This is an optimization exercise on Yosys and OpenROAD, whose aim is small area, a short achievable clock period and few clock cycles per item, not a production implementation.
No run shown here included a check of the RTL's function; only the layout flow was run.
Power and IR drop assume default switching activity.

**flow/design.v**
```verilog
`default_nettype none
package fc_data_pkg;
    localparam int LANES = 4;
    typedef logic signed [7:0] act_t;
    typedef logic signed [7:0] weight_t;
    typedef logic [LANES*8-1:0] weight_word_t;
    typedef logic signed [15:0] bias_t;
    typedef logic signed [23:0] acc_t;
endpackage
`default_nettype wire
`default_nettype none
package fc_ctrl_pkg;
    typedef logic [9:0] in_addr_t;
    typedef logic [11:0] w_addr_t;
    typedef logic [7:0] och_idx_t;
    typedef enum logic [1:0] {S_IDLE, S_ISSUE, S_WAIT_TILE, S_DRAIN} seq_state_t;
    typedef enum logic [1:0] {M_IDLE, M_LOAD, M_MAC} mac_state_t;
endpackage
`default_nettype wire
`default_nettype none
module fc_layer_top #(
    parameter int ICH_B       = 4,
    parameter int OCH_B       = 2,
    parameter int OCH_T       = 4,
    parameter int SCALE_SHIFT = 8,
    parameter int RELU        = 1
) (
    input  logic                      clk,
    input  logic                      areset,
    input  logic                      i_run,
    output logic                      o_idle,
    output logic                      o_run,
    output logic                      o_done,
    output logic                      o_en_err,
    output fc_ctrl_pkg::in_addr_t     o_in_addr,
    output logic                      o_in_ce,
    input  fc_data_pkg::act_t         i_in_q,
    output fc_ctrl_pkg::w_addr_t      o_w_addr,
    output logic                      o_w_ce,
    input  fc_data_pkg::weight_word_t i_w_q,
    output fc_ctrl_pkg::och_idx_t     o_b_addr,
    output logic                      o_b_ce,
    input  fc_data_pkg::bias_t        i_b_q,
    output fc_ctrl_pkg::och_idx_t     o_out_addr,
    output logic                      o_out_ce,
    output fc_data_pkg::act_t         o_out_d
);
    localparam logic [5:0] LAST = 6'd38;     
    logic       r_run;
    logic       r_run_o;         
    logic       r_idle;
    logic       r_done;
    logic       r_err;
    logic [5:0] c;
    logic       start;
    logic       fin;
    assign start = !r_run && i_run;
    assign fin   = r_run && (c == LAST);
    always_ff @(posedge clk) begin
        if (areset) begin
            r_run  <= 1'b0;
            r_run_o <= 1'b0;
            r_idle <= 1'b1;
            r_done <= 1'b0;
            r_err  <= 1'b0;
        end else begin
            r_err  <= r_err | (i_run & r_run);
            r_done <= fin;
            r_run  <= start | (r_run & !fin);
            r_run_o <= (!r_run_o && i_run) | (r_run_o & !fin);
            r_idle <= !(start | (r_run & !fin));
        end
    end
    always_ff @(posedge clk) begin
        c <= r_run ? c + 6'd1 : 6'd0;
    end
    assign o_run    = r_run_o;
    assign o_idle   = r_idle;
    assign o_done   = r_done;
    assign o_en_err = r_err;
    logic [6:0] kw, ko;          
    logic       r_in_ce;
    logic [3:0] r_in_addr;       
    logic       r_w_ce;
    logic [4:0] r_w_addr;
    logic       r_b_ce;
    logic       r_out_ce;
    logic [2:0] r_out_addr;
    assign kw = {1'b0, c} - 7'd2;
    assign ko = {1'b0, c} - 7'd6;
    always_ff @(posedge clk) begin
        if (areset) begin
            r_in_ce  <= 1'b0;
            r_in_addr <= 4'd0;
            r_w_ce   <= 1'b0;
            r_b_ce   <= 1'b0;
            r_out_ce <= 1'b0;
        end else begin
            r_in_ce  <= start | (r_run && (c < 6'd31));
            r_in_addr <= r_run ? r_in_addr + 4'd1 : 4'd0;
            r_w_ce   <= r_run && (kw < 7'd32);
            r_b_ce   <= r_run && (kw < 7'd32) && (kw[3:2] == 2'd0);
            r_out_ce <= r_run && (ko < 7'd32) && (ko[3:2] == 2'd3);
        end
    end
    always_ff @(posedge clk) begin
        r_w_addr   <= {kw[4], kw[1:0], kw[3:2]};
        r_out_addr <= {ko[4], ko[1:0]};
    end
    assign o_in_ce    = r_in_ce;
    assign o_in_addr  = {6'd0, r_in_addr};
    assign o_w_ce     = r_w_ce;
    assign o_w_addr   = {7'd0, r_w_addr};
    assign o_b_ce     = r_b_ce;
    assign o_b_addr   = {5'd0, r_w_addr[4:2]};     
    assign o_out_ce   = r_out_ce;
    assign o_out_addr = {5'd0, r_out_addr};
    logic [7:0] sr1, sr2, sr3;
    logic [7:0] act [0:3];
    always_ff @(posedge clk) begin
        sr3 <= i_in_q;
        sr2 <= sr3;
        sr1 <= sr2;
        if (c[1:0] == 2'd0) begin
            act[0] <= sr1;
            act[1] <= sr2;
            act[2] <= sr3;
            act[3] <= i_in_q;
        end
    end
    logic [15:0] e_one, e_two, e_neg;
    logic [2:0]  cnt0, cnt1, cnt2, cnt3;
    always_ff @(posedge clk) begin
        for (int l = 0; l < 4; l++) begin
            for (int i = 0; i < 4; i++) begin
                e_neg[l * 4 + i] <= i_w_q[8 * l + 2 * i + 1];
                e_one[l * 4 + i] <= i_w_q[8 * l + 2 * i]
                                  ^ ((i == 0) ? 1'b0 : i_w_q[8 * l + ((i == 0) ? 0 : 2 * i - 1)]);
                e_two[l * 4 + i] <= (i_w_q[8 * l + 2 * i] == ((i == 0) ? 1'b0 : i_w_q[8 * l + ((i == 0) ? 0 : 2 * i - 1)]))
                                  && (i_w_q[8 * l + 2 * i + 1] != i_w_q[8 * l + 2 * i]);
            end
        end
        cnt0 <= 3'(i_w_q[1])  + 3'(i_w_q[9])  + 3'(i_w_q[17]) + 3'(i_w_q[25]);
        cnt1 <= 3'(i_w_q[3])  + 3'(i_w_q[11]) + 3'(i_w_q[19]) + 3'(i_w_q[27]);
        cnt2 <= 3'(i_w_q[5])  + 3'(i_w_q[13]) + 3'(i_w_q[21]) + 3'(i_w_q[29]);
        cnt3 <= 3'(i_w_q[7])  + 3'(i_w_q[15]) + 3'(i_w_q[23]) + 3'(i_w_q[31]);
    end
    logic [19:0] a_old;
    logic pp1;
    logic pp2;
    logic pp3;
    logic pp4;
    logic pp5;
    logic pp6;
    logic pp7;
    logic pp8;
    logic pp9;
    logic pp10;
    logic pp11;
    logic pp12;
    logic pp13;
    logic pp14;
    logic pp15;
    logic pp16;
    logic pp17;
    logic pp18;
    logic pp19;
    logic pp20;
    logic pp21;
    logic pp22;
    logic pp23;
    logic pp24;
    logic pp25;
    logic pp26;
    logic pp27;
    logic pp28;
    logic pp29;
    logic pp30;
    logic pp31;
    logic pp32;
    logic pp33;
    logic pp34;
    logic pp35;
    logic pp36;
    logic pp37;
    logic pp38;
    logic pp39;
    logic pp40;
    logic pp41;
    logic pp42;
    logic pp43;
    logic pp44;
    logic pp45;
    logic pp46;
    logic pp47;
    logic pp48;
    logic pp49;
    logic pp50;
    logic pp51;
    logic pp52;
    logic pp53;
    logic pp54;
    logic pp55;
    logic pp56;
    logic pp57;
    logic pp58;
    logic pp59;
    logic pp60;
    logic pp61;
    logic pp62;
    logic pp63;
    logic pp64;
    logic pp65;
    logic pp66;
    logic pp67;
    logic pp68;
    logic pp69;
    logic pp70;
    logic pp71;
    logic pp72;
    logic pp73;
    logic pp74;
    logic pp75;
    logic pp76;
    logic pp77;
    logic pp78;
    logic pp79;
    logic pp80;
    logic pp81;
    logic pp82;
    logic pp83;
    logic pp84;
    logic pp85;
    logic pp86;
    logic pp87;
    logic pp88;
    logic pp89;
    logic pp90;
    logic pp91;
    logic pp92;
    logic pp93;
    logic pp94;
    logic pp95;
    logic pp96;
    logic pp97;
    logic pp98;
    logic pp99;
    logic pp100;
    logic pp101;
    logic pp102;
    logic pp103;
    logic pp104;
    logic pp105;
    logic pp106;
    logic pp107;
    logic pp108;
    logic pp109;
    logic pp110;
    logic pp111;
    logic pp112;
    logic pp113;
    logic pp114;
    logic pp115;
    logic pp116;
    logic pp117;
    logic pp118;
    logic pp119;
    logic pp120;
    logic pp121;
    logic pp122;
    logic pp123;
    logic pp124;
    logic pp125;
    logic pp126;
    logic pp127;
    logic pp128;
    logic pp129;
    logic pp130;
    logic pp131;
    logic pp132;
    logic pp133;
    logic pp134;
    logic pp135;
    logic pp136;
    logic pp137;
    logic pp138;
    logic pp139;
    logic pp140;
    logic pp141;
    logic pp142;
    logic pp143;
    logic pp144;
    logic fs145;
    logic fc146;
    logic fs147;
    logic fc148;
    logic fs149;
    logic fc150;
    logic fs151;
    logic fc152;
    logic fs153;
    logic fc154;
    logic hs155;
    logic hc156;
    logic fs157;
    logic fc158;
    logic fs159;
    logic fc160;
    logic fs161;
    logic fc162;
    logic fs163;
    logic fc164;
    logic hs165;
    logic hc166;
    logic fs167;
    logic fc168;
    logic fs169;
    logic fc170;
    logic fs171;
    logic fc172;
    logic fs173;
    logic fc174;
    logic fs175;
    logic fc176;
    logic fs177;
    logic fc178;
    logic fs179;
    logic fc180;
    logic hs181;
    logic hc182;
    logic fs183;
    logic fc184;
    logic fs185;
    logic fc186;
    logic fs187;
    logic fc188;
    logic fs189;
    logic fc190;
    logic fs191;
    logic fc192;
    logic fs193;
    logic fc194;
    logic hs195;
    logic hc196;
    logic fs197;
    logic fc198;
    logic fs199;
    logic fc200;
    logic fs201;
    logic fc202;
    logic hs203;
    logic hc204;
    logic fs205;
    logic fc206;
    logic fs207;
    logic fc208;
    logic fs209;
    logic fc210;
    logic fs211;
    logic fc212;
    logic fs213;
    logic fc214;
    logic fs215;
    logic fc216;
    logic fs217;
    logic fc218;
    logic fs219;
    logic fc220;
    logic fs221;
    logic fc222;
    logic fs223;
    logic fc224;
    logic fs225;
    logic fc226;
    logic fs227;
    logic fc228;
    logic fs229;
    logic fc230;
    logic fs231;
    logic fc232;
    logic fs233;
    logic fc234;
    logic fs235;
    logic fc236;
    logic fs237;
    logic fc238;
    logic fs239;
    logic fc240;
    logic fs241;
    logic fc242;
    logic fs243;
    logic fc244;
    logic fs245;
    logic fc246;
    logic fs247;
    logic fc248;
    logic fs249;
    logic fc250;
    logic hs251;
    logic hc252;
    logic fs253;
    logic fc254;
    logic fs255;
    logic fc256;
    logic fs257;
    logic fc258;
    logic hs259;
    logic hc260;
    logic fs261;
    logic fc262;
    logic fs263;
    logic fc264;
    logic hs265;
    logic hc266;
    logic fs267;
    logic fc268;
    logic fs269;
    logic fc270;
    logic fs271;
    logic fc272;
    logic fs273;
    logic fc274;
    logic fs275;
    logic fc276;
    logic fs277;
    logic fc278;
    logic fs279;
    logic fc280;
    logic fs281;
    logic fc282;
    logic fs283;
    logic fc284;
    logic fs285;
    logic fc286;
    logic fs287;
    logic fc288;
    logic fs289;
    logic fc290;
    logic fs291;
    logic fc292;
    logic fs293;
    logic fc294;
    logic fs295;
    logic fc296;
    logic fs297;
    logic fc298;
    logic fs299;
    logic fc300;
    logic fs301;
    logic fc302;
    logic fs303;
    logic fc304;
    logic fs305;
    logic fc306;
    logic fs307;
    logic fc308;
    logic fs309;
    logic fc310;
    logic fs311;
    logic fc312;
    logic fs313;
    logic fc314;
    logic fs315;
    logic fc316;
    logic fs317;
    logic fc318;
    logic fs319;
    logic fc320;
    logic fs321;
    logic fc322;
    logic fs323;
    logic fc324;
    logic hs325;
    logic hc326;
    logic fs327;
    logic fc328;
    logic fs329;
    logic fc330;
    logic fs331;
    logic fc332;
    logic hs333;
    logic hc334;
    logic fs335;
    logic fc336;
    logic fs337;
    logic fc338;
    logic fs339;
    logic fc340;
    logic fs341;
    logic fc342;
    logic fs343;
    logic fc344;
    logic fs345;
    logic fc346;
    logic fs347;
    logic fc348;
    logic fs349;
    logic fc350;
    logic fs351;
    logic fc352;
    logic fs353;
    logic fc354;
    logic fs355;
    logic fc356;
    logic fs357;
    logic fc358;
    logic fs359;
    logic fc360;
    logic fs361;
    logic fc362;
    logic fs363;
    logic fc364;
    logic fs365;
    logic fc366;
    logic fs367;
    logic fc368;
    logic fs369;
    logic fc370;
    logic fs371;
    logic fc372;
    logic fs373;
    logic fc374;
    logic fs375;
    logic fc376;
    logic fs377;
    logic fc378;
    logic fs379;
    logic fc380;
    logic fs381;
    logic fc382;
    logic fs383;
    logic fc384;
    logic fs385;
    logic fc386;
    logic hs387;
    logic hc388;
    logic hs389;
    logic hc390;
    logic fs391;
    logic fc392;
    logic fs393;
    logic fc394;
    logic fs395;
    logic fc396;
    logic fs397;
    logic fc398;
    logic fs399;
    logic fc400;
    logic fs401;
    logic fc402;
    logic fs403;
    logic fc404;
    logic fs405;
    logic fc406;
    logic fs407;
    logic fc408;
    logic fs409;
    logic fc410;
    logic fs411;
    logic fc412;
    logic fs413;
    logic fc414;
    logic fs415;
    logic fc416;
    logic fs417;
    logic fc418;
    logic fs419;
    logic fc420;
    logic hs421;
    logic hc422;
    logic fs423;
    logic fc424;
    logic fs425;
    logic fc426;
    logic fs427;
    logic fc428;
    logic fs429;
    logic fc430;
    logic fs431;
    logic fc432;
    logic fs433;
    logic fc434;
    logic fs435;
    logic fc436;
    logic fs437;
    logic fc438;
    logic fs439;
    logic fc440;
    logic fs441;
    logic fc442;
    logic fs443;
    logic fc444;
    logic fs445;
    logic fc446;
    logic fs447;
    logic fc448;
    logic fs449;
    logic fc450;
    logic fs451;
    logic fc452;
    logic fs453;
    logic fc454;
    logic hs455;
    logic hc456;
    logic hs457;
    logic hc458;
    logic hs459;
    assign pp1 = (e_one[0] & act[0][0]) ^ e_neg[0];
    assign pp2 = ((e_one[0] & act[0][1]) | (e_two[0] & act[0][0])) ^ e_neg[0];
    assign pp3 = ((e_one[0] & act[0][2]) | (e_two[0] & act[0][1])) ^ e_neg[0];
    assign pp4 = ((e_one[0] & act[0][3]) | (e_two[0] & act[0][2])) ^ e_neg[0];
    assign pp5 = ((e_one[0] & act[0][4]) | (e_two[0] & act[0][3])) ^ e_neg[0];
    assign pp6 = ((e_one[0] & act[0][5]) | (e_two[0] & act[0][4])) ^ e_neg[0];
    assign pp7 = ((e_one[0] & act[0][6]) | (e_two[0] & act[0][5])) ^ e_neg[0];
    assign pp8 = ((e_one[0] & act[0][7]) | (e_two[0] & act[0][6])) ^ e_neg[0];
    assign pp9 = ~(((e_one[0] & act[0][7]) | (e_two[0] & act[0][7])) ^ e_neg[0]);
    assign pp10 = (e_one[1] & act[0][0]) ^ e_neg[1];
    assign pp11 = ((e_one[1] & act[0][1]) | (e_two[1] & act[0][0])) ^ e_neg[1];
    assign pp12 = ((e_one[1] & act[0][2]) | (e_two[1] & act[0][1])) ^ e_neg[1];
    assign pp13 = ((e_one[1] & act[0][3]) | (e_two[1] & act[0][2])) ^ e_neg[1];
    assign pp14 = ((e_one[1] & act[0][4]) | (e_two[1] & act[0][3])) ^ e_neg[1];
    assign pp15 = ((e_one[1] & act[0][5]) | (e_two[1] & act[0][4])) ^ e_neg[1];
    assign pp16 = ((e_one[1] & act[0][6]) | (e_two[1] & act[0][5])) ^ e_neg[1];
    assign pp17 = ((e_one[1] & act[0][7]) | (e_two[1] & act[0][6])) ^ e_neg[1];
    assign pp18 = ~(((e_one[1] & act[0][7]) | (e_two[1] & act[0][7])) ^ e_neg[1]);
    assign pp19 = (e_one[2] & act[0][0]) ^ e_neg[2];
    assign pp20 = ((e_one[2] & act[0][1]) | (e_two[2] & act[0][0])) ^ e_neg[2];
    assign pp21 = ((e_one[2] & act[0][2]) | (e_two[2] & act[0][1])) ^ e_neg[2];
    assign pp22 = ((e_one[2] & act[0][3]) | (e_two[2] & act[0][2])) ^ e_neg[2];
    assign pp23 = ((e_one[2] & act[0][4]) | (e_two[2] & act[0][3])) ^ e_neg[2];
    assign pp24 = ((e_one[2] & act[0][5]) | (e_two[2] & act[0][4])) ^ e_neg[2];
    assign pp25 = ((e_one[2] & act[0][6]) | (e_two[2] & act[0][5])) ^ e_neg[2];
    assign pp26 = ((e_one[2] & act[0][7]) | (e_two[2] & act[0][6])) ^ e_neg[2];
    assign pp27 = ~(((e_one[2] & act[0][7]) | (e_two[2] & act[0][7])) ^ e_neg[2]);
    assign pp28 = (e_one[3] & act[0][0]) ^ e_neg[3];
    assign pp29 = ((e_one[3] & act[0][1]) | (e_two[3] & act[0][0])) ^ e_neg[3];
    assign pp30 = ((e_one[3] & act[0][2]) | (e_two[3] & act[0][1])) ^ e_neg[3];
    assign pp31 = ((e_one[3] & act[0][3]) | (e_two[3] & act[0][2])) ^ e_neg[3];
    assign pp32 = ((e_one[3] & act[0][4]) | (e_two[3] & act[0][3])) ^ e_neg[3];
    assign pp33 = ((e_one[3] & act[0][5]) | (e_two[3] & act[0][4])) ^ e_neg[3];
    assign pp34 = ((e_one[3] & act[0][6]) | (e_two[3] & act[0][5])) ^ e_neg[3];
    assign pp35 = ((e_one[3] & act[0][7]) | (e_two[3] & act[0][6])) ^ e_neg[3];
    assign pp36 = ~(((e_one[3] & act[0][7]) | (e_two[3] & act[0][7])) ^ e_neg[3]);
    assign pp37 = (e_one[4] & act[1][0]) ^ e_neg[4];
    assign pp38 = ((e_one[4] & act[1][1]) | (e_two[4] & act[1][0])) ^ e_neg[4];
    assign pp39 = ((e_one[4] & act[1][2]) | (e_two[4] & act[1][1])) ^ e_neg[4];
    assign pp40 = ((e_one[4] & act[1][3]) | (e_two[4] & act[1][2])) ^ e_neg[4];
    assign pp41 = ((e_one[4] & act[1][4]) | (e_two[4] & act[1][3])) ^ e_neg[4];
    assign pp42 = ((e_one[4] & act[1][5]) | (e_two[4] & act[1][4])) ^ e_neg[4];
    assign pp43 = ((e_one[4] & act[1][6]) | (e_two[4] & act[1][5])) ^ e_neg[4];
    assign pp44 = ((e_one[4] & act[1][7]) | (e_two[4] & act[1][6])) ^ e_neg[4];
    assign pp45 = ~(((e_one[4] & act[1][7]) | (e_two[4] & act[1][7])) ^ e_neg[4]);
    assign pp46 = (e_one[5] & act[1][0]) ^ e_neg[5];
    assign pp47 = ((e_one[5] & act[1][1]) | (e_two[5] & act[1][0])) ^ e_neg[5];
    assign pp48 = ((e_one[5] & act[1][2]) | (e_two[5] & act[1][1])) ^ e_neg[5];
    assign pp49 = ((e_one[5] & act[1][3]) | (e_two[5] & act[1][2])) ^ e_neg[5];
    assign pp50 = ((e_one[5] & act[1][4]) | (e_two[5] & act[1][3])) ^ e_neg[5];
    assign pp51 = ((e_one[5] & act[1][5]) | (e_two[5] & act[1][4])) ^ e_neg[5];
    assign pp52 = ((e_one[5] & act[1][6]) | (e_two[5] & act[1][5])) ^ e_neg[5];
    assign pp53 = ((e_one[5] & act[1][7]) | (e_two[5] & act[1][6])) ^ e_neg[5];
    assign pp54 = ~(((e_one[5] & act[1][7]) | (e_two[5] & act[1][7])) ^ e_neg[5]);
    assign pp55 = (e_one[6] & act[1][0]) ^ e_neg[6];
    assign pp56 = ((e_one[6] & act[1][1]) | (e_two[6] & act[1][0])) ^ e_neg[6];
    assign pp57 = ((e_one[6] & act[1][2]) | (e_two[6] & act[1][1])) ^ e_neg[6];
    assign pp58 = ((e_one[6] & act[1][3]) | (e_two[6] & act[1][2])) ^ e_neg[6];
    assign pp59 = ((e_one[6] & act[1][4]) | (e_two[6] & act[1][3])) ^ e_neg[6];
    assign pp60 = ((e_one[6] & act[1][5]) | (e_two[6] & act[1][4])) ^ e_neg[6];
    assign pp61 = ((e_one[6] & act[1][6]) | (e_two[6] & act[1][5])) ^ e_neg[6];
    assign pp62 = ((e_one[6] & act[1][7]) | (e_two[6] & act[1][6])) ^ e_neg[6];
    assign pp63 = ~(((e_one[6] & act[1][7]) | (e_two[6] & act[1][7])) ^ e_neg[6]);
    assign pp64 = (e_one[7] & act[1][0]) ^ e_neg[7];
    assign pp65 = ((e_one[7] & act[1][1]) | (e_two[7] & act[1][0])) ^ e_neg[7];
    assign pp66 = ((e_one[7] & act[1][2]) | (e_two[7] & act[1][1])) ^ e_neg[7];
    assign pp67 = ((e_one[7] & act[1][3]) | (e_two[7] & act[1][2])) ^ e_neg[7];
    assign pp68 = ((e_one[7] & act[1][4]) | (e_two[7] & act[1][3])) ^ e_neg[7];
    assign pp69 = ((e_one[7] & act[1][5]) | (e_two[7] & act[1][4])) ^ e_neg[7];
    assign pp70 = ((e_one[7] & act[1][6]) | (e_two[7] & act[1][5])) ^ e_neg[7];
    assign pp71 = ((e_one[7] & act[1][7]) | (e_two[7] & act[1][6])) ^ e_neg[7];
    assign pp72 = ~(((e_one[7] & act[1][7]) | (e_two[7] & act[1][7])) ^ e_neg[7]);
    assign pp73 = (e_one[8] & act[2][0]) ^ e_neg[8];
    assign pp74 = ((e_one[8] & act[2][1]) | (e_two[8] & act[2][0])) ^ e_neg[8];
    assign pp75 = ((e_one[8] & act[2][2]) | (e_two[8] & act[2][1])) ^ e_neg[8];
    assign pp76 = ((e_one[8] & act[2][3]) | (e_two[8] & act[2][2])) ^ e_neg[8];
    assign pp77 = ((e_one[8] & act[2][4]) | (e_two[8] & act[2][3])) ^ e_neg[8];
    assign pp78 = ((e_one[8] & act[2][5]) | (e_two[8] & act[2][4])) ^ e_neg[8];
    assign pp79 = ((e_one[8] & act[2][6]) | (e_two[8] & act[2][5])) ^ e_neg[8];
    assign pp80 = ((e_one[8] & act[2][7]) | (e_two[8] & act[2][6])) ^ e_neg[8];
    assign pp81 = ~(((e_one[8] & act[2][7]) | (e_two[8] & act[2][7])) ^ e_neg[8]);
    assign pp82 = (e_one[9] & act[2][0]) ^ e_neg[9];
    assign pp83 = ((e_one[9] & act[2][1]) | (e_two[9] & act[2][0])) ^ e_neg[9];
    assign pp84 = ((e_one[9] & act[2][2]) | (e_two[9] & act[2][1])) ^ e_neg[9];
    assign pp85 = ((e_one[9] & act[2][3]) | (e_two[9] & act[2][2])) ^ e_neg[9];
    assign pp86 = ((e_one[9] & act[2][4]) | (e_two[9] & act[2][3])) ^ e_neg[9];
    assign pp87 = ((e_one[9] & act[2][5]) | (e_two[9] & act[2][4])) ^ e_neg[9];
    assign pp88 = ((e_one[9] & act[2][6]) | (e_two[9] & act[2][5])) ^ e_neg[9];
    assign pp89 = ((e_one[9] & act[2][7]) | (e_two[9] & act[2][6])) ^ e_neg[9];
    assign pp90 = ~(((e_one[9] & act[2][7]) | (e_two[9] & act[2][7])) ^ e_neg[9]);
    assign pp91 = (e_one[10] & act[2][0]) ^ e_neg[10];
    assign pp92 = ((e_one[10] & act[2][1]) | (e_two[10] & act[2][0])) ^ e_neg[10];
    assign pp93 = ((e_one[10] & act[2][2]) | (e_two[10] & act[2][1])) ^ e_neg[10];
    assign pp94 = ((e_one[10] & act[2][3]) | (e_two[10] & act[2][2])) ^ e_neg[10];
    assign pp95 = ((e_one[10] & act[2][4]) | (e_two[10] & act[2][3])) ^ e_neg[10];
    assign pp96 = ((e_one[10] & act[2][5]) | (e_two[10] & act[2][4])) ^ e_neg[10];
    assign pp97 = ((e_one[10] & act[2][6]) | (e_two[10] & act[2][5])) ^ e_neg[10];
    assign pp98 = ((e_one[10] & act[2][7]) | (e_two[10] & act[2][6])) ^ e_neg[10];
    assign pp99 = ~(((e_one[10] & act[2][7]) | (e_two[10] & act[2][7])) ^ e_neg[10]);
    assign pp100 = (e_one[11] & act[2][0]) ^ e_neg[11];
    assign pp101 = ((e_one[11] & act[2][1]) | (e_two[11] & act[2][0])) ^ e_neg[11];
    assign pp102 = ((e_one[11] & act[2][2]) | (e_two[11] & act[2][1])) ^ e_neg[11];
    assign pp103 = ((e_one[11] & act[2][3]) | (e_two[11] & act[2][2])) ^ e_neg[11];
    assign pp104 = ((e_one[11] & act[2][4]) | (e_two[11] & act[2][3])) ^ e_neg[11];
    assign pp105 = ((e_one[11] & act[2][5]) | (e_two[11] & act[2][4])) ^ e_neg[11];
    assign pp106 = ((e_one[11] & act[2][6]) | (e_two[11] & act[2][5])) ^ e_neg[11];
    assign pp107 = ((e_one[11] & act[2][7]) | (e_two[11] & act[2][6])) ^ e_neg[11];
    assign pp108 = ~(((e_one[11] & act[2][7]) | (e_two[11] & act[2][7])) ^ e_neg[11]);
    assign pp109 = (e_one[12] & act[3][0]) ^ e_neg[12];
    assign pp110 = ((e_one[12] & act[3][1]) | (e_two[12] & act[3][0])) ^ e_neg[12];
    assign pp111 = ((e_one[12] & act[3][2]) | (e_two[12] & act[3][1])) ^ e_neg[12];
    assign pp112 = ((e_one[12] & act[3][3]) | (e_two[12] & act[3][2])) ^ e_neg[12];
    assign pp113 = ((e_one[12] & act[3][4]) | (e_two[12] & act[3][3])) ^ e_neg[12];
    assign pp114 = ((e_one[12] & act[3][5]) | (e_two[12] & act[3][4])) ^ e_neg[12];
    assign pp115 = ((e_one[12] & act[3][6]) | (e_two[12] & act[3][5])) ^ e_neg[12];
    assign pp116 = ((e_one[12] & act[3][7]) | (e_two[12] & act[3][6])) ^ e_neg[12];
    assign pp117 = ~(((e_one[12] & act[3][7]) | (e_two[12] & act[3][7])) ^ e_neg[12]);
    assign pp118 = (e_one[13] & act[3][0]) ^ e_neg[13];
    assign pp119 = ((e_one[13] & act[3][1]) | (e_two[13] & act[3][0])) ^ e_neg[13];
    assign pp120 = ((e_one[13] & act[3][2]) | (e_two[13] & act[3][1])) ^ e_neg[13];
    assign pp121 = ((e_one[13] & act[3][3]) | (e_two[13] & act[3][2])) ^ e_neg[13];
    assign pp122 = ((e_one[13] & act[3][4]) | (e_two[13] & act[3][3])) ^ e_neg[13];
    assign pp123 = ((e_one[13] & act[3][5]) | (e_two[13] & act[3][4])) ^ e_neg[13];
    assign pp124 = ((e_one[13] & act[3][6]) | (e_two[13] & act[3][5])) ^ e_neg[13];
    assign pp125 = ((e_one[13] & act[3][7]) | (e_two[13] & act[3][6])) ^ e_neg[13];
    assign pp126 = ~(((e_one[13] & act[3][7]) | (e_two[13] & act[3][7])) ^ e_neg[13]);
    assign pp127 = (e_one[14] & act[3][0]) ^ e_neg[14];
    assign pp128 = ((e_one[14] & act[3][1]) | (e_two[14] & act[3][0])) ^ e_neg[14];
    assign pp129 = ((e_one[14] & act[3][2]) | (e_two[14] & act[3][1])) ^ e_neg[14];
    assign pp130 = ((e_one[14] & act[3][3]) | (e_two[14] & act[3][2])) ^ e_neg[14];
    assign pp131 = ((e_one[14] & act[3][4]) | (e_two[14] & act[3][3])) ^ e_neg[14];
    assign pp132 = ((e_one[14] & act[3][5]) | (e_two[14] & act[3][4])) ^ e_neg[14];
    assign pp133 = ((e_one[14] & act[3][6]) | (e_two[14] & act[3][5])) ^ e_neg[14];
    assign pp134 = ((e_one[14] & act[3][7]) | (e_two[14] & act[3][6])) ^ e_neg[14];
    assign pp135 = ~(((e_one[14] & act[3][7]) | (e_two[14] & act[3][7])) ^ e_neg[14]);
    assign pp136 = (e_one[15] & act[3][0]) ^ e_neg[15];
    assign pp137 = ((e_one[15] & act[3][1]) | (e_two[15] & act[3][0])) ^ e_neg[15];
    assign pp138 = ((e_one[15] & act[3][2]) | (e_two[15] & act[3][1])) ^ e_neg[15];
    assign pp139 = ((e_one[15] & act[3][3]) | (e_two[15] & act[3][2])) ^ e_neg[15];
    assign pp140 = ((e_one[15] & act[3][4]) | (e_two[15] & act[3][3])) ^ e_neg[15];
    assign pp141 = ((e_one[15] & act[3][5]) | (e_two[15] & act[3][4])) ^ e_neg[15];
    assign pp142 = ((e_one[15] & act[3][6]) | (e_two[15] & act[3][5])) ^ e_neg[15];
    assign pp143 = ((e_one[15] & act[3][7]) | (e_two[15] & act[3][6])) ^ e_neg[15];
    assign pp144 = ~(((e_one[15] & act[3][7]) | (e_two[15] & act[3][7])) ^ e_neg[15]);
    fc_fa u_fs145 (.a(a_old[4]), .b(cnt1[2]), .c(cnt2[0]), .s(fs145), .co(fc146));
    fc_fa u_fs147 (.a(a_old[5]), .b(cnt2[1]), .c(pp114), .s(fs147), .co(fc148));
    fc_fa u_fs149 (.a(a_old[6]), .b(cnt2[2]), .c(cnt3[0]), .s(fs149), .co(fc150));
    fc_fa u_fs151 (.a(pp100), .b(pp115), .c(pp122), .s(fs151), .co(fc152));
    fc_fa u_fs153 (.a(pp129), .b(pp136), .c(pp14), .s(fs153), .co(fc154));
    assign hs155 = pp21 ^ pp28;
    assign hc156 = pp21 & pp28;
    fc_fa u_fs157 (.a(a_old[7]), .b(cnt3[1]), .c(pp101), .s(fs157), .co(fc158));
    fc_fa u_fs159 (.a(pp116), .b(pp123), .c(pp130), .s(fs159), .co(fc160));
    fc_fa u_fs161 (.a(pp137), .b(pp15), .c(pp22), .s(fs161), .co(fc162));
    fc_fa u_fs163 (.a(pp29), .b(pp44), .c(pp51), .s(fs163), .co(fc164));
    assign hs165 = pp58 ^ pp65;
    assign hc166 = pp58 & pp65;
    fc_fa u_fs167 (.a(a_old[8]), .b(cnt3[2]), .c(pp102), .s(fs167), .co(fc168));
    fc_fa u_fs169 (.a(pp117), .b(pp124), .c(pp131), .s(fs169), .co(fc170));
    fc_fa u_fs171 (.a(pp138), .b(pp16), .c(pp23), .s(fs171), .co(fc172));
    fc_fa u_fs173 (.a(pp30), .b(pp45), .c(pp52), .s(fs173), .co(fc174));
    fc_fa u_fs175 (.a(pp59), .b(pp66), .c(pp81), .s(fs175), .co(fc176));
    fc_fa u_fs177 (.a(a_old[9]), .b(pp103), .c(pp125), .s(fs177), .co(fc178));
    fc_fa u_fs179 (.a(pp132), .b(pp139), .c(pp17), .s(fs179), .co(fc180));
    assign hs181 = pp24 ^ pp31;
    assign hc182 = pp24 & pp31;
    assign fs183 = 1'b1 ^ a_old[10] ^ pp104;
    assign fc184 = (1'b1 & a_old[10]) | (1'b1 & pp104) | (a_old[10] & pp104);
    fc_fa u_fs185 (.a(pp126), .b(pp133), .c(pp140), .s(fs185), .co(fc186));
    fc_fa u_fs187 (.a(a_old[2]), .b(cnt0[2]), .c(cnt1[0]), .s(fs187), .co(fc188));
    fc_fa u_fs189 (.a(a_old[3]), .b(cnt1[1]), .c(pp11), .s(fs189), .co(fc190));
    fc_fa u_fs191 (.a(fs145), .b(pp113), .c(pp12), .s(fs191), .co(fc192));
    fc_fa u_fs193 (.a(pp120), .b(pp127), .c(pp19), .s(fs193), .co(fc194));
    assign hs195 = pp41 ^ pp48;
    assign hc196 = pp41 & pp48;
    fc_fa u_fs197 (.a(fc146), .b(pp121), .c(pp128), .s(fs197), .co(fc198));
    fc_fa u_fs199 (.a(pp13), .b(pp20), .c(pp42), .s(fs199), .co(fc200));
    fc_fa u_fs201 (.a(pp49), .b(pp56), .c(pp6), .s(fs201), .co(fc202));
    assign hs203 = pp78 ^ pp85;
    assign hc204 = pp78 & pp85;
    fc_fa u_fs205 (.a(fs149), .b(pp43), .c(pp50), .s(fs205), .co(fc206));
    fc_fa u_fs207 (.a(pp57), .b(pp64), .c(pp7), .s(fs207), .co(fc208));
    fc_fa u_fs209 (.a(pp79), .b(pp86), .c(pp93), .s(fs209), .co(fc210));
    fc_fa u_fs211 (.a(hs155), .b(fc148), .c(fs151), .s(fs211), .co(fc212));
    fc_fa u_fs213 (.a(fc150), .b(pp8), .c(pp80), .s(fs213), .co(fc214));
    fc_fa u_fs215 (.a(pp87), .b(pp94), .c(hc156), .s(fs215), .co(fc216));
    fc_fa u_fs217 (.a(hs165), .b(fc152), .c(fc154), .s(fs217), .co(fc218));
    fc_fa u_fs219 (.a(fs157), .b(fs159), .c(fs161), .s(fs219), .co(fc220));
    fc_fa u_fs221 (.a(pp88), .b(pp9), .c(pp95), .s(fs221), .co(fc222));
    fc_fa u_fs223 (.a(hc166), .b(fc158), .c(fc160), .s(fs223), .co(fc224));
    fc_fa u_fs225 (.a(fc162), .b(fc164), .c(fs167), .s(fs225), .co(fc226));
    fc_fa u_fs227 (.a(fs169), .b(fs171), .c(fs173), .s(fs227), .co(fc228));
    fc_fa u_fs229 (.a(pp53), .b(pp60), .c(pp67), .s(fs229), .co(fc230));
    fc_fa u_fs231 (.a(pp89), .b(pp96), .c(hs181), .s(fs231), .co(fc232));
    fc_fa u_fs233 (.a(fc168), .b(fc170), .c(fc172), .s(fs233), .co(fc234));
    fc_fa u_fs235 (.a(fc174), .b(fc176), .c(fs177), .s(fs235), .co(fc236));
    fc_fa u_fs237 (.a(pp18), .b(pp25), .c(pp32), .s(fs237), .co(fc238));
    fc_fa u_fs239 (.a(pp54), .b(pp61), .c(pp68), .s(fs239), .co(fc240));
    fc_fa u_fs241 (.a(pp90), .b(pp97), .c(hc182), .s(fs241), .co(fc242));
    fc_fa u_fs243 (.a(fc178), .b(fc180), .c(fs183), .s(fs243), .co(fc244));
    assign fs245 = 1'b1 ^ a_old[11] ^ pp105;
    assign fc246 = (1'b1 & a_old[11]) | (1'b1 & pp105) | (a_old[11] & pp105);
    fc_fa u_fs247 (.a(pp134), .b(pp141), .c(pp26), .s(fs247), .co(fc248));
    fc_fa u_fs249 (.a(pp33), .b(pp62), .c(pp69), .s(fs249), .co(fc250));
    assign hs251 = pp98 ^ fc184;
    assign hc252 = pp98 & fc184;
    fc_fa u_fs253 (.a(a_old[12]), .b(pp106), .c(pp135), .s(fs253), .co(fc254));
    fc_fa u_fs255 (.a(pp142), .b(pp27), .c(pp34), .s(fs255), .co(fc256));
    fc_fa u_fs257 (.a(fs187), .b(pp10), .c(pp111), .s(fs257), .co(fc258));
    assign hs259 = pp118 ^ pp3;
    assign hc260 = pp118 & pp3;
    fc_fa u_fs261 (.a(fc188), .b(pp112), .c(pp119), .s(fs261), .co(fc262));
    fc_fa u_fs263 (.a(pp4), .b(pp40), .c(pp47), .s(fs263), .co(fc264));
    assign hs265 = pp76 ^ pp83;
    assign hc266 = pp76 & pp83;
    fc_fa u_fs267 (.a(pp5), .b(pp55), .c(pp77), .s(fs267), .co(fc268));
    fc_fa u_fs269 (.a(pp84), .b(pp91), .c(hs195), .s(fs269), .co(fc270));
    fc_fa u_fs271 (.a(fc190), .b(fs191), .c(fs193), .s(fs271), .co(fc272));
    fc_fa u_fs273 (.a(pp92), .b(hc196), .c(hs203), .s(fs273), .co(fc274));
    fc_fa u_fs275 (.a(fc192), .b(fc194), .c(fs147), .s(fs275), .co(fc276));
    fc_fa u_fs277 (.a(fs197), .b(fs199), .c(fs201), .s(fs277), .co(fc278));
    fc_fa u_fs279 (.a(hc204), .b(fc198), .c(fc200), .s(fs279), .co(fc280));
    fc_fa u_fs281 (.a(fc202), .b(fs153), .c(fs205), .s(fs281), .co(fc282));
    fc_fa u_fs283 (.a(fs207), .b(fs209), .c(fs211), .s(fs283), .co(fc284));
    fc_fa u_fs285 (.a(fc206), .b(fc208), .c(fc210), .s(fs285), .co(fc286));
    fc_fa u_fs287 (.a(fs163), .b(fs213), .c(fs215), .s(fs287), .co(fc288));
    fc_fa u_fs289 (.a(fc212), .b(fs217), .c(fs219), .s(fs289), .co(fc290));
    fc_fa u_fs291 (.a(fc214), .b(fs175), .c(fs221), .s(fs291), .co(fc292));
    fc_fa u_fs293 (.a(fc216), .b(fc218), .c(fc220), .s(fs293), .co(fc294));
    fc_fa u_fs295 (.a(fs223), .b(fs225), .c(fs227), .s(fs295), .co(fc296));
    fc_fa u_fs297 (.a(fc222), .b(fs179), .c(fs229), .s(fs297), .co(fc298));
    fc_fa u_fs299 (.a(fc224), .b(fs231), .c(fc226), .s(fs299), .co(fc300));
    fc_fa u_fs301 (.a(fc228), .b(fs233), .c(fs235), .s(fs301), .co(fc302));
    fc_fa u_fs303 (.a(fc230), .b(fs185), .c(fs237), .s(fs303), .co(fc304));
    fc_fa u_fs305 (.a(fs239), .b(fc232), .c(fs241), .s(fs305), .co(fc306));
    fc_fa u_fs307 (.a(fc234), .b(fc236), .c(fs243), .s(fs307), .co(fc308));
    fc_fa u_fs309 (.a(fc186), .b(fc238), .c(fc240), .s(fs309), .co(fc310));
    fc_fa u_fs311 (.a(fs245), .b(fs247), .c(fs249), .s(fs311), .co(fc312));
    fc_fa u_fs313 (.a(fc242), .b(hs251), .c(fc244), .s(fs313), .co(fc314));
    fc_fa u_fs315 (.a(pp63), .b(pp70), .c(pp99), .s(fs315), .co(fc316));
    fc_fa u_fs317 (.a(fc246), .b(fc248), .c(fc250), .s(fs317), .co(fc318));
    fc_fa u_fs319 (.a(fs253), .b(fs255), .c(hc252), .s(fs319), .co(fc320));
    assign fs321 = 1'b1 ^ a_old[13] ^ pp107;
    assign fc322 = (1'b1 & a_old[13]) | (1'b1 & pp107) | (a_old[13] & pp107);
    fc_fa u_fs323 (.a(pp143), .b(pp35), .c(pp71), .s(fs323), .co(fc324));
    assign hs325 = fc254 ^ fc256;
    assign hc326 = fc254 & fc256;
    fc_fa u_fs327 (.a(a_old[14]), .b(pp108), .c(pp144), .s(fs327), .co(fc328));
    fc_fa u_fs329 (.a(a_old[0]), .b(cnt0[0]), .c(pp1), .s(fs329), .co(fc330));
    fc_fa u_fs331 (.a(a_old[1]), .b(cnt0[1]), .c(pp110), .s(fs331), .co(fc332));
    assign hs333 = pp2 ^ pp38;
    assign hc334 = pp2 & pp38;
    fc_fa u_fs335 (.a(pp39), .b(pp46), .c(pp75), .s(fs335), .co(fc336));
    fc_fa u_fs337 (.a(pp82), .b(hs259), .c(fs257), .s(fs337), .co(fc338));
    fc_fa u_fs339 (.a(hc260), .b(hs265), .c(fc258), .s(fs339), .co(fc340));
    fc_fa u_fs341 (.a(fs189), .b(fs261), .c(fs263), .s(fs341), .co(fc342));
    fc_fa u_fs343 (.a(hc266), .b(fc262), .c(fc264), .s(fs343), .co(fc344));
    fc_fa u_fs345 (.a(fs267), .b(fs269), .c(fs271), .s(fs345), .co(fc346));
    fc_fa u_fs347 (.a(fc268), .b(fc270), .c(fs273), .s(fs347), .co(fc348));
    fc_fa u_fs349 (.a(fc272), .b(fs275), .c(fs277), .s(fs349), .co(fc350));
    fc_fa u_fs351 (.a(fc274), .b(fc276), .c(fc278), .s(fs351), .co(fc352));
    fc_fa u_fs353 (.a(fs279), .b(fs281), .c(fs283), .s(fs353), .co(fc354));
    fc_fa u_fs355 (.a(fc280), .b(fc282), .c(fs285), .s(fs355), .co(fc356));
    fc_fa u_fs357 (.a(fs287), .b(fc284), .c(fs289), .s(fs357), .co(fc358));
    fc_fa u_fs359 (.a(fc286), .b(fs291), .c(fc288), .s(fs359), .co(fc360));
    fc_fa u_fs361 (.a(fc290), .b(fs293), .c(fs295), .s(fs361), .co(fc362));
    fc_fa u_fs363 (.a(fc292), .b(fs297), .c(fc294), .s(fs363), .co(fc364));
    fc_fa u_fs365 (.a(fc296), .b(fs299), .c(fs301), .s(fs365), .co(fc366));
    fc_fa u_fs367 (.a(fc298), .b(fs303), .c(fs305), .s(fs367), .co(fc368));
    fc_fa u_fs369 (.a(fc300), .b(fc302), .c(fs307), .s(fs369), .co(fc370));
    fc_fa u_fs371 (.a(fc304), .b(fs309), .c(fs311), .s(fs371), .co(fc372));
    fc_fa u_fs373 (.a(fc306), .b(fc308), .c(fs313), .s(fs373), .co(fc374));
    fc_fa u_fs375 (.a(fs315), .b(fc310), .c(fc312), .s(fs375), .co(fc376));
    fc_fa u_fs377 (.a(fs317), .b(fs319), .c(fc314), .s(fs377), .co(fc378));
    fc_fa u_fs379 (.a(fc316), .b(fs321), .c(fs323), .s(fs379), .co(fc380));
    fc_fa u_fs381 (.a(hs325), .b(fc318), .c(fc320), .s(fs381), .co(fc382));
    fc_fa u_fs383 (.a(pp36), .b(pp72), .c(fc322), .s(fs383), .co(fc384));
    fc_fa u_fs385 (.a(fc324), .b(fs327), .c(hc326), .s(fs385), .co(fc386));
    assign hs387 = 1'b1 ^ a_old[15];
    assign hc388 = 1'b1 & a_old[15];
    assign hs389 = pp109 ^ pp37;
    assign hc390 = pp109 & pp37;
    fc_fa u_fs391 (.a(pp74), .b(hs333), .c(fc330), .s(fs391), .co(fc392));
    fc_fa u_fs393 (.a(hc334), .b(fc332), .c(fs335), .s(fs393), .co(fc394));
    fc_fa u_fs395 (.a(fc336), .b(fc338), .c(fs339), .s(fs395), .co(fc396));
    fc_fa u_fs397 (.a(fc340), .b(fc342), .c(fs343), .s(fs397), .co(fc398));
    fc_fa u_fs399 (.a(fc344), .b(fs347), .c(fc346), .s(fs399), .co(fc400));
    fc_fa u_fs401 (.a(fc348), .b(fc350), .c(fs351), .s(fs401), .co(fc402));
    fc_fa u_fs403 (.a(fc352), .b(fs355), .c(fc354), .s(fs403), .co(fc404));
    fc_fa u_fs405 (.a(fc356), .b(fs359), .c(fc358), .s(fs405), .co(fc406));
    fc_fa u_fs407 (.a(fc360), .b(fs363), .c(fc362), .s(fs407), .co(fc408));
    fc_fa u_fs409 (.a(fc364), .b(fs367), .c(fc366), .s(fs409), .co(fc410));
    fc_fa u_fs411 (.a(fs371), .b(fc368), .c(fc370), .s(fs411), .co(fc412));
    fc_fa u_fs413 (.a(fc372), .b(fs375), .c(fc374), .s(fs413), .co(fc414));
    fc_fa u_fs415 (.a(fs379), .b(fc376), .c(fs381), .s(fs415), .co(fc416));
    fc_fa u_fs417 (.a(fc380), .b(fs383), .c(fs385), .s(fs417), .co(fc418));
    fc_fa u_fs419 (.a(hs387), .b(fc328), .c(fc384), .s(fs419), .co(fc420));
    assign hs421 = r_cs_0_0 ^ r_cs_0_1;
    assign hc422 = r_cs_0_0 & r_cs_0_1;
    fc_fa u_fs423 (.a(r_cs_1_0), .b(r_cs_1_1), .c(r_cs_1_2), .s(fs423), .co(fc424));
    fc_fa u_fs425 (.a(r_cs_2_0), .b(r_cs_2_1), .c(r_cs_2_2), .s(fs425), .co(fc426));
    fc_fa u_fs427 (.a(r_cs_3_0), .b(r_cs_3_1), .c(r_cs_3_2), .s(fs427), .co(fc428));
    fc_fa u_fs429 (.a(r_cs_4_0), .b(r_cs_4_1), .c(r_cs_4_2), .s(fs429), .co(fc430));
    fc_fa u_fs431 (.a(r_cs_5_0), .b(r_cs_5_1), .c(r_cs_5_2), .s(fs431), .co(fc432));
    fc_fa u_fs433 (.a(r_cs_6_0), .b(r_cs_6_1), .c(r_cs_6_2), .s(fs433), .co(fc434));
    fc_fa u_fs435 (.a(r_cs_7_0), .b(r_cs_7_1), .c(r_cs_7_2), .s(fs435), .co(fc436));
    fc_fa u_fs437 (.a(r_cs_8_0), .b(r_cs_8_1), .c(r_cs_8_2), .s(fs437), .co(fc438));
    fc_fa u_fs439 (.a(r_cs_9_0), .b(r_cs_9_1), .c(r_cs_9_2), .s(fs439), .co(fc440));
    fc_fa u_fs441 (.a(r_cs_10_0), .b(r_cs_10_1), .c(r_cs_10_2), .s(fs441), .co(fc442));
    fc_fa u_fs443 (.a(r_cs_11_0), .b(r_cs_11_1), .c(r_cs_11_2), .s(fs443), .co(fc444));
    fc_fa u_fs445 (.a(r_cs_12_0), .b(r_cs_12_1), .c(r_cs_12_2), .s(fs445), .co(fc446));
    fc_fa u_fs447 (.a(r_cs_13_0), .b(r_cs_13_1), .c(r_cs_13_2), .s(fs447), .co(fc448));
    fc_fa u_fs449 (.a(r_cs_14_0), .b(r_cs_14_1), .c(r_cs_14_2), .s(fs449), .co(fc450));
    fc_fa u_fs451 (.a(r_cs_15_0), .b(r_cs_15_1), .c(r_cs_15_2), .s(fs451), .co(fc452));
    fc_fa u_fs453 (.a(r_cs_16_0), .b(r_cs_16_1), .c(r_cs_16_2), .s(fs453), .co(fc454));
    assign hs455 = r_cs_17_0 ^ r_cs_17_1;
    assign hc456 = r_cs_17_0 & r_cs_17_1;
    assign hs457 = r_cs_18_0 ^ r_cs_18_1;
    assign hc458 = r_cs_18_0 & r_cs_18_1;
    assign hs459 = r_cs_19_0 ^ r_cs_19_1;
    logic r_cs_0_0;
    logic r_cs_0_1;
    logic r_cs_0_2;
    logic r_cs_1_0;
    logic r_cs_1_1;
    logic r_cs_1_2;
    logic r_cs_2_0;
    logic r_cs_2_1;
    logic r_cs_2_2;
    logic r_cs_3_0;
    logic r_cs_3_1;
    logic r_cs_3_2;
    logic r_cs_4_0;
    logic r_cs_4_1;
    logic r_cs_4_2;
    logic r_cs_5_0;
    logic r_cs_5_1;
    logic r_cs_5_2;
    logic r_cs_6_0;
    logic r_cs_6_1;
    logic r_cs_6_2;
    logic r_cs_7_0;
    logic r_cs_7_1;
    logic r_cs_7_2;
    logic r_cs_8_0;
    logic r_cs_8_1;
    logic r_cs_8_2;
    logic r_cs_9_0;
    logic r_cs_9_1;
    logic r_cs_9_2;
    logic r_cs_10_0;
    logic r_cs_10_1;
    logic r_cs_10_2;
    logic r_cs_11_0;
    logic r_cs_11_1;
    logic r_cs_11_2;
    logic r_cs_12_0;
    logic r_cs_12_1;
    logic r_cs_12_2;
    logic r_cs_13_0;
    logic r_cs_13_1;
    logic r_cs_13_2;
    logic r_cs_14_0;
    logic r_cs_14_1;
    logic r_cs_14_2;
    logic r_cs_15_0;
    logic r_cs_15_1;
    logic r_cs_15_2;
    logic r_cs_16_0;
    logic r_cs_16_1;
    logic r_cs_16_2;
    logic r_cs_17_0;
    logic r_cs_17_1;
    logic r_cs_18_0;
    logic r_cs_18_1;
    logic r_cs_19_0;
    logic r_cs_19_1;
    always_ff @(posedge clk) begin
        r_cs_0_0 <= hs389;
        r_cs_0_1 <= pp73;
        r_cs_0_2 <= fs329;
        r_cs_1_0 <= hc390;
        r_cs_1_1 <= fs391;
        r_cs_1_2 <= fs331;
        r_cs_2_0 <= fc392;
        r_cs_2_1 <= fs393;
        r_cs_2_2 <= fs337;
        r_cs_3_0 <= fc394;
        r_cs_3_1 <= fs395;
        r_cs_3_2 <= fs341;
        r_cs_4_0 <= fc396;
        r_cs_4_1 <= fs397;
        r_cs_4_2 <= fs345;
        r_cs_5_0 <= fc398;
        r_cs_5_1 <= fs399;
        r_cs_5_2 <= fs349;
        r_cs_6_0 <= fc400;
        r_cs_6_1 <= fs401;
        r_cs_6_2 <= fs353;
        r_cs_7_0 <= fc402;
        r_cs_7_1 <= fs403;
        r_cs_7_2 <= fs357;
        r_cs_8_0 <= fc404;
        r_cs_8_1 <= fs405;
        r_cs_8_2 <= fs361;
        r_cs_9_0 <= fc406;
        r_cs_9_1 <= fs407;
        r_cs_9_2 <= fs365;
        r_cs_10_0 <= fc408;
        r_cs_10_1 <= fs409;
        r_cs_10_2 <= fs369;
        r_cs_11_0 <= fc410;
        r_cs_11_1 <= fs411;
        r_cs_11_2 <= fs373;
        r_cs_12_0 <= fc412;
        r_cs_12_1 <= fs413;
        r_cs_12_2 <= fs377;
        r_cs_13_0 <= fc414;
        r_cs_13_1 <= fs415;
        r_cs_13_2 <= fc378;
        r_cs_14_0 <= fc416;
        r_cs_14_1 <= fs417;
        r_cs_14_2 <= fc382;
        r_cs_15_0 <= fc418;
        r_cs_15_1 <= fs419;
        r_cs_15_2 <= fc386;
        r_cs_16_0 <= fc420;
        r_cs_16_1 <= a_old[16];
        r_cs_16_2 <= hc388;
        r_cs_17_0 <= 1'b1;
        r_cs_17_1 <= a_old[17];
        r_cs_18_0 <= 1'b1;
        r_cs_18_1 <= a_old[18];
        r_cs_19_0 <= 1'b1;
        r_cs_19_1 <= a_old[19];
    end
    logic [19:0] s2_a, s2_b, s2_sum;
    logic [7:0]  quant;
    assign s2_a   = {hc458, hc456, fc454, fc452, fc450, fc448, fc446, fc444, fc442, fc440, fc438, fc436, fc434, fc432, fc430, fc428, fc426, fc424, hc422, hs421};
    assign s2_b   = {hs459, hs457, hs455, fs453, fs451, fs449, fs447, fs445, fs443, fs441, fs439, fs437, fs435, fs433, fs431, fs429, fs427, fs425, fs423, r_cs_0_2};
    assign s2_sum = s2_a + s2_b;
    assign quant = s2_sum[19] ? 8'd0 : ((|s2_sum[18:15]) ? 8'd127 : {1'b0, s2_sum[14:8]});
    logic [19:0] a3, a2, a1;
    logic [6:0]  kb;
    logic        ld_bias;
    logic [7:0]  r_out_d;
    assign kb      = {1'b0, c} - 7'd4;
    assign ld_bias = (kb < 7'd32) && (kb[3:2] == 2'd0);
    always_ff @(posedge clk) begin
        a3 <= s2_sum;
        a2 <= a3;
        a1 <= ld_bias ? 20'($signed(i_b_q)) : a2;
        r_out_d <= quant;
    end
    assign a_old   = a1;
    assign o_out_d = r_out_d;
endmodule
module fc_fa (
    input  logic a,
    input  logic b,
    input  logic c,
    output logic s,
    output logic co
);
    assign s  = a ^ b ^ c;
    assign co = (a & b) | (a & c) | (b & c);
endmodule
`default_nettype wire
```
**flow/flow/run.sh**
```bash
#!/bin/bash
# The standard layout (standard synthesis included, unchanged), with the
# port buffers made from buf_4 cells instead of the resizer's default choice
# (clkdlybuf4s50_1, a delay cell). All tool output goes to standard.log here;
# ORFS also keeps its per-step logs under orfs/logs.
export BUFFER_PORTS_ARGS="-buffer_cell sky130_fd_sc_hd__buf_4"
bash standard.sh > standard.log 2>&1
```
**flow/standard.sh**
```bash
#!/bin/bash
# synth_recipe.tcl (not shown) runs the flow's synth.tcl, then flattens the netlist and writes it again
# the make line also repeats each setting of config.mk as NAME=value (left out here)
make -C /OpenROAD-flow-scripts/flow DESIGN_CONFIG=/design/flow/config.mk WORK_HOME=/design/flow/orfs CLKGATE_MAP_FILE= SYNTH_SCRIPT=/design/flow/synth_recipe.tcl "${@:-finish}"
```
**flow/config.mk**
```make
export PLATFORM = sky130hd
export DESIGN_NAME = fc_layer_top
export DESIGN_NICKNAME = fc_layer_top
export VERILOG_FILES = /design/flow/design.v
export SDC_FILE = /design/flow/constraint.sdc
export NUM_CORES = 4
export LEC_CHECK = 0
export CAP_MARGIN = 20
export CORE_MARGIN = 2
export CORE_UTILIZATION = 60
export CTS_CLUSTER_DIAMETER = 100
export CTS_CLUSTER_SIZE = 30
export PLACE_DENSITY = 0.7
export SLEW_MARGIN = 20
export SYNTH_HIERARCHICAL = 1
export SYNTH_MINIMUM_KEEP_SIZE = 0
```
**flow/constraint.sdc**
```tcl
create_clock -name core_clock -period 13.0 [get_ports {clk}]
set_input_delay 2.6000 -clock core_clock [delete_from_list [all_inputs] [get_ports {clk}]]
set_output_delay 2.6000 -clock core_clock [all_outputs]
set_load 0.01 [all_outputs]
```
==> results of run 1 <==
[sequential cells by signal (all words and copies together) (netlist names), 3 cells and up]
name,count
act,32
a1,20
a2,20
a3,20
e_neg,16
e_one,16
e_two,16
sr1,8
sr2,8
sr3,8
r_out_d,7
c,6
r_in_addr,4
cnt0,3
cnt1,3
cnt2,3
cnt3,3
r_out_addr,3
r_w_addr,3
[per-layer routing]
layer / global-route usage, % / vias up / wire (um)
met4: 5.50 / 2 / 613
met2: 41.3 / 280 / 13900
met3: 4.79 / 38 / 2120
met1: 36.9 / 4116 / 13800
met5: 1.45 / - / 47
li1: - / 3927 / -
[placed cells by master, fill, tap and decap left out, types with 4 or more instances in the layout]
cell,n
fa_1,144
a31oi_1,4
o21ai_0,32
nand3_1,13
a21oi_1,16
nand2b_1,9
o21bai_1,4
inv_1,44
nor2_1,26
xor2_1,40
nor3_1,17
clkbuf_1,4
conb_1,24
or3_1,5
edfxtp_1,32
a211oi_1,12
clkbuf_16,13
a21o_1,11
and2_1,8
nand2_1,84
ha_1,48
xnor2_1,138
dfxtp_1,230
buf_4,90
a22oi_1,113
[how the worst max path moves through the flow]
stage | start | endpoint | depth (start not counted)
global route | r_in_addr[2]$_SDFF_PP0_ | o_in_addr[2] | 1
floorplan | i_w_q[3] | cnt1[1]$_DFF_P_ | 5
finish | r_in_addr[2]$_SDFF_PP0_ | o_in_addr[2] | 1
CTS | r_in_addr[2]$_SDFF_PP0_ | o_in_addr[2] | 1
global placement | i_w_q[3] | cnt1[1]$_DFF_P_ | 6
detailed placement | i_w_q[3] | cnt1[1]$_DFF_P_ | 6
[metrics by stage]
step                instances  worst slack [ns]  instance area [sq um]  util [%]  power, W
finish                   1491              9.36                  14700      65.0   0.00449
global route             1491              9.32                  14700      65.0   0.00492
CTS                      1491              9.35                  14700      65.0   0.00452
detailed placement       1473              9.00                  14300      63.4   0.00407
global placement         1473              9.07                  14300      63.4   0.00402
floorplan                1216              9.26                  13800         -   0.00332
[cell type report]
type                       count  area, sq um
sequential                   262         5570
multi-input combinational    792         7550
tap                          285          357
timing repair buffer          90          676
clock buffer                  17          340
fill                        1784         7910
inverter                      44          165
clock inverter                 1         8.76
[where the power goes]
| group | total (W) | internal, W | switching, W |
|---|---|---|---|
| clock network | 0.000433 | 0.000187 | 0.000246 |
| logic | 0.00276 | 0.00120 | 0.00156 |
| registers | 0.00130 | 0.00113 | 0.000170 |
[per-module statistics from Yosys (local to each module, per instance)]
module        cell area (sq um)  copies in the design
fc_layer_top              11000                     1
fc_fa                      20.0                   139
[kinds of logic after synthesis]
family / count (synthesis) / synth area share [%]
xor+xnor: 179 / 11.5
fa+ha+maj: 192 / 25.3
simple gates: 177 / 5.85
compound gates: 218 / 11.4
mux: 2 / 0.146
other cells: 1 / 0.0273
buf+inv: 162 / 5.24
flops: 262 / 40.5
==> results by group, run 1 <==
GRT
  – Largest net degree at the start of global routing: 33
  – Vias in the first global route: about 8400
  – Initial antenna violation count: 0
  – Gr usage total: approximately 26%
  – First-pass GRT wire length: 47100 um
  – GRT overflow: 0

Yosys
  – Asr flop ratio synth: 0%
  – Syn Inst Count: about 1200
  – Synth area leaders: dfxtp_1, fa_1, xnor2_1
  – Post-synth EDFFs: 32
  – Yosys warns: 8
  – Top cells by count, synth: dfxtp_1, fa_1, xnor2_1
  – Synth cell types: 56
  – Post-synth top area share: 33.5%
  – Area of the mapped netlist: 13700 sq um
  – Synth Flop Type: dfxtp_1
  – Sequential element share of the synthesized area: 40.5%
  – Most common cell in the synthesized netlist: dfxtp_1
  – Yosys reg bits: 262
  – Cell taking the most area after synthesis: dfxtp_1
  – Syn avg cell area: 11.5 sq um

Detailed routing
  – WL/cell: 20.5 um
  – Initial detailed-routing violation count: 615
  – ANT nets after route: 0
  – Final wirelength: 30500 um
  – # DRC: 0
  – Via count: 8363
  – Via-to-Cell Ratio: between 5 and 6
  – Pre-antenna DRT Iters: 5

Timing
  – Min Hold Slack: 0.336 ns
  – Final setup violation count: 0
  – Setup TNS: 0 ns
  – Worst-margin pin slew: around 0.71 ns
  – Slew HR: approximately 53%
  – Final min period: 3.64 ns
  – Clock Skew: ~0.024 ns
  – Max Slew Vio Count: 0
  – Final hold vios: 0
  – RSZ-0062 raised after global routing: no
  – Crit share post-route: 28.0%
  – Max Fclk: 275 MHz

CTS
  – Clock transition at path regs: 0.11 ns
  – Clock Tree Buf Depth: 3
  – Skew-Pair Late Insertion Delay: 0.51 ns
  – Post-CTS setup buffer count: 0
  – Total CTS buffers: 12
  – Hold_buf cts: 0
  – H-tree levels: 1
  – Total clock sinks: between 200 and 300
  – CTS tree: built
  – PostCTS Resize Cnt: 0
  – Clk root buf: clkbuf_16

Critical path
  – Crit Path Category: register to output pin
  – R2r setup slk: 9.46 ns
  – Startpoint class of the critical path: register
  – Worst R2R Path Depth: 7
  – Critical-path top delay cell: dfxtp_1
  – CP arrival: roughly 1.0 ns
  – Cells along the critical path: buf_4
  – CP max FO: 3
  – RR Startpoint: act[3][5]$_DFFE_PN_
  – WP data required: roughly 10 ns
  – CP top delay family: flip-flops
  – Crit. End Element: output pin
  – Largest stage delay, worst path: 0.39 ns
  – Reg-to-reg endpoint: r_cs_9_1$_DFF_P_
  – CP bufs+invs: 1

Power
  – Pleak: slightly below 6 nW
  – Peak supply drop: 170 uV
  – PwrDens: 306 nW/um^2

Min path
  – Hold endpoint: a2[19]$_DFF_P_
  – Worst hold start: a3[19]$_DFF_P_
  – Min-Delay Path Class: register to register
  – Hold path depth: 0

Floorplan
  – Starting Density: 60.9%
  – Die area: ~24000 sq um
  – FP Rows: 55
  – Boundary Pins: 113
  – Core area: 22600 sq um
  – Die Y: approximately 160 um
  – Die X: 155 um

Final layout
  – Share of cells above drive strength 1: 9.54%
  – Layout Area Growth over Synthesis: 6.67%
  – Final #Nets: 1453
  – Antenna fix cells: 0

Place
  – GPL Wtd Cong: between 0.9 and 1
  – Port bufs: 88
  – DP HPWL: 24600 um

Outcome
  – Status: no timing/DRC/antenna violations

Job
  – Max-cap violations: 0
==> run 2: changes to the inputs <==
--- a/flow/config.mk
+++ b/flow/config.mk
@@ -7,10 +7,10 @@
 export LEC_CHECK = 0
 export CAP_MARGIN = 20
 export CORE_MARGIN = 2
-export CORE_UTILIZATION = 60
+export CORE_UTILIZATION = 75
 export CTS_CLUSTER_DIAMETER = 100
 export CTS_CLUSTER_SIZE = 30
-export PLACE_DENSITY = 0.7
+export PLACE_DENSITY = 0.85
 export SLEW_MARGIN = 20
 export SYNTH_HIERARCHICAL = 1
 export SYNTH_MINIMUM_KEEP_SIZE = 0
==> run 2 against run 1 <==
Against the previous run: setup slack better by 0.0096 ns; combinational power about the same; routed wire length is essentially flat; via count up 5.4%; sequential share of layout area rose by 0.17 points; total power grew 0.45%; critical path depth stayed put; utilization grew 16 points; global-route usage up 6.2 points; cell count shrank 3.7%; clock-buffer cell count rose by 1; critical path type unchanged.
==> results by group, run 2 <==
Outcome
  – Status: no timing/DRC/antenna violations

CTS
  – Skew-Pair Late Insertion Delay: 0.49 ns (-0.02 ns)
  – Clock transition at path regs: 0.11 ns (about the same)
  – Clk root buf: clkbuf_16
  – Total clock sinks: 262 (unchanged)
  – CTS tree: built
  – H-tree levels: 1 (unchanged)
  – Post-CTS setup buffer count: 0 (unchanged)
  – Hold_buf cts: 0 (unchanged)
  – Total CTS buffers: 12 (unchanged)
  – Clock Tree Buf Depth: 3 (unchanged)
  – PostCTS Resize Cnt: 0 (unchanged)

Floorplan
  – Boundary Pins: 113 (unchanged)
  – Die X: 139 um (-10%)
  – Starting Density: 76.5% (+16 points)
  – Die area: 19400 sq um (-20%)
  – Die Y: 139 um (-10%)
  – Core area: 18000 sq um (-20%)
  – FP Rows: 49 (-11%)

Yosys
  – Synth Flop Type: dfxtp_1
  – Post-synth top area share: 33.5% (unchanged)
  – Syn Inst Count: 1193 (unchanged)
  – Post-synth EDFFs: 32 (unchanged)
  – Synth area leaders: dfxtp_1, fa_1, xnor2_1
  – Synth cell types: 56 (unchanged)
  – Yosys warns: 8 (unchanged)
  – Cell taking the most area after synthesis: dfxtp_1
  – Sequential element share of the synthesized area: 40.5% (unchanged)
  – Most common cell in the synthesized netlist: dfxtp_1
  – Top cells by count, synth: dfxtp_1, fa_1, xnor2_1
  – Syn avg cell area: 11.5 sq um (unchanged)
  – Area of the mapped netlist: 13700 sq um (unchanged)
  – Yosys reg bits: 262 (unchanged)
  – Asr flop ratio synth: 0% (unchanged)

Critical path
  – CP max FO: 3 (unchanged)
  – Cells along the critical path: buf_4
  – Crit. End Element: output pin
  – Largest stage delay, worst path: 0.40 ns (about the same)
  – Worst Setup SP: r_in_addr[2]$_SDFF_PP0_
  – Crit Path Category: register to output pin
  – CP top delay family: flip-flops
  – CP bufs+invs: 1 (unchanged)
  – CP arrival: 1.03 ns (about the same)
  – WP data required: 10.40 ns (about the same)
  – RR Startpoint: act[3][7]$_DFFE_PN_
  – Critical-path top delay cell: dfxtp_1
  – Startpoint class of the critical path: register

Final layout
  – Antenna fix cells: 0 (unchanged)
  – Commonest non-fill, non-tap cell in the layout: dfxtp_1
  – Most frequent cells in the layout: dfxtp_1, fa_1, xnor2_1
  – Max reg flops: 32 (unchanged)
  – Final #Nets: 1453 (unchanged)
  – Share of cells above drive strength 1: 9.53% (about the same)
  – Filler cells: 1106 (-38%)
  – Top reg by flops: act
  – Layout Area Growth over Synthesis: 6.19%

Timing
  – Setup ws final: 9.37 ns (+0.00962 ns)
  – Clock Skew: 0.0193 ns (-0.00496 ns)
  – Setup TNS: 0 ns (unchanged)
  – Worst-margin pin slew: 0.893 ns (+0.182 ns)
  – Crit share post-route: 27.9% (-0.074 points)
  – Final hold vios: 0 (unchanged)
  – Final setup violation count: 0 (unchanged)
  – Max Slew Vio Count: 0 (unchanged)
  – RSZ-0062 raised after global routing: no
  – Final min period: 3.63 ns (-0.00962 ns)
  – Slew HR: 40.5% (-12 points)
  – Max Fclk: 275 MHz (+0.26%)

Detailed routing
  – Wire length on met2: 15000 um (+8.2%)
  – Met3 WL post-DR: 3000 um (+41%)
  – # DRC: 0 (unchanged)
  – Pre-antenna DRT Iters: 6 (+1)
  – Final wirelength: 30500 um (about the same)
  – Initial detailed-routing violation count: 784 (+27%)
  – WL/cell: 21.2 um (+3.9%)
  – Via count: 8811 (+5.4%)
  – Top sig layer: met4
  – WL met1: 11800 um (-15%)
  – ANT nets after route: 0 (unchanged)
  – Via-to-Cell Ratio: 6.14 (+9.4%)

GRT
  – First-pass GRT wire length: 48300 um (+2.5%)
  – GRT overflow: 0 (unchanged)
  – Gr usage total: 32.0% (+6.2 points)
  – Initial antenna violation count: 0 (unchanged)
  – Largest net degree at the start of global routing: 33 (unchanged)
  – Vias in the first global route: 9012 (+7.7%)

Power
  – Pleak: 5.95 nW (about the same)
  – PwrDens: 309 nW/um^2 (+0.90%)
  – Peak supply drop: 298 uV (+75%)

Job
  – Max-cap violations: 0 (unchanged)

Min path
  – Min-Delay Path Class: register to register
  – Worst hold start: a3[9]$_DFF_P_

Place
  – DP HPWL: 24300 um (-1.0%)
  – GPL Wtd Cong: 1.02 (+3.1%)
  – Port bufs: 88 (unchanged)
  – Post-Place Setup Slack: 9.00 ns (+0.000430 ns)
[run 2: cell counts after synthesis]
Identical to the previous run, type by type.
[run 2: kinds of logic after synthesis]
group	Yosys count	share of synthesized area (%)
multiplexers	2	0.146
AO/OA/AOI/OAI	218	11.4
buffers and inverters	162	5.24
AND/OR/NAND/NOR	177	5.85
flip-flops	262	40.5
adder cells (fa/ha/maj)	192	25.3
XOR/XNOR	179	11.5
other	1	0.0273
[run 2: power breakdown]
group	leakage [nW]	total, W	internal, W	switching [W]
registers	2.25	0.00129	0.00113	0.000168
logic	3.52	0.00279	0.00121	0.00158
clock network	0.171	0.000427	0.000188	0.000239
[run 2: modules after synthesis, one instance, submodules excluded]
module | times used | flops+latches
fc_fa | 139 | 0
fc_layer_top | 1 | 262
[run 2: area by class of cell]
| type | count | area [sq um] | share of cell area [%] |
|---|---|---|---|
| Timing Repair Buffer | 90 | 676 | 4.63 |
| Clock inverter | 1 | 8.76 | 0.0600 |
| Tap cell | 229 | 287 | 1.96 |
| Clock buffer | 18 | 344 | 2.36 |
| Sequential cell | 262 | 5570 | 38.1 |
| Multi-Input combinational cell | 792 | 7550 | 51.7 |
| Inverter | 44 | 165 | 1.13 |
[run 2: worst paths after layout]
kind / endpoint / slack (ns) / cells past startpoint
hold reg to reg: a2[9]$_DFF_P_ / 0.33 / 0
setup reg to reg: r_cs_8_1$_DFF_P_ / 9.48 / 7
setup / recovery: o_in_addr[2] / 9.37 / 1
hold / removal: a2[9]$_DFF_P_ / 0.33 / 0
[run 2: layer usage]
| metal | vias up | track usage [%] |
|---|---|---|
| met5 | - | 0 |
| met4 | 0 | 7.97 |
| met3 | 67 | 7.40 |
| met2 | 476 | 55.1 |
| met1 | 4328 | 41.5 |
| li1 | 3940 | - |
[run 2: stage by stage]
stage / total power (W) / utilization (%) / hold slack [ns] / instances / instance area [sq um]
after global placement: 0.00393 / 79.3 / 0.310 / 1417 / 14200
after global routing: 0.00490 / 81.3 / 0.339 / 1436 / 14600
after floorplan: 0.00332 / - / 0.310 / 1216 / 13800
after detailed placement: 0.00406 / 79.3 / 0.312 / 1417 / 14200
after CTS: 0.00449 / 81.3 / 0.337 / 1436 / 14600
final: 0.00451 / 81.3 / 0.332 / 1436 / 14600

==> afterwards: timing with drivers on the ports <==
The results above use ideal ports. As a check the final layouts listed here were re-extracted and re-timed, cells and wires unchanged.
Step 1 sets driving cells, clkbuf_16 on the clock port and buf_2 on the other inputs (assumed; they add their load-dependent delay and slew).
Step 2, shift: input delay + t, output delay - t, t = (earliest + latest rising clock arrival at the registers) / 2. This alone moves slack from input paths to output paths.
a / b / c = no drivers / after step 1 / after step 2; a / b = the first two.
run | t, ns | setup slack, ns
run 1 | 0.546 | 9.358 / 9.307 / 9.001
run 2 | 0.528 | 9.368 / 9.321 / 8.991
After both steps every run listed still meets setup and hold.
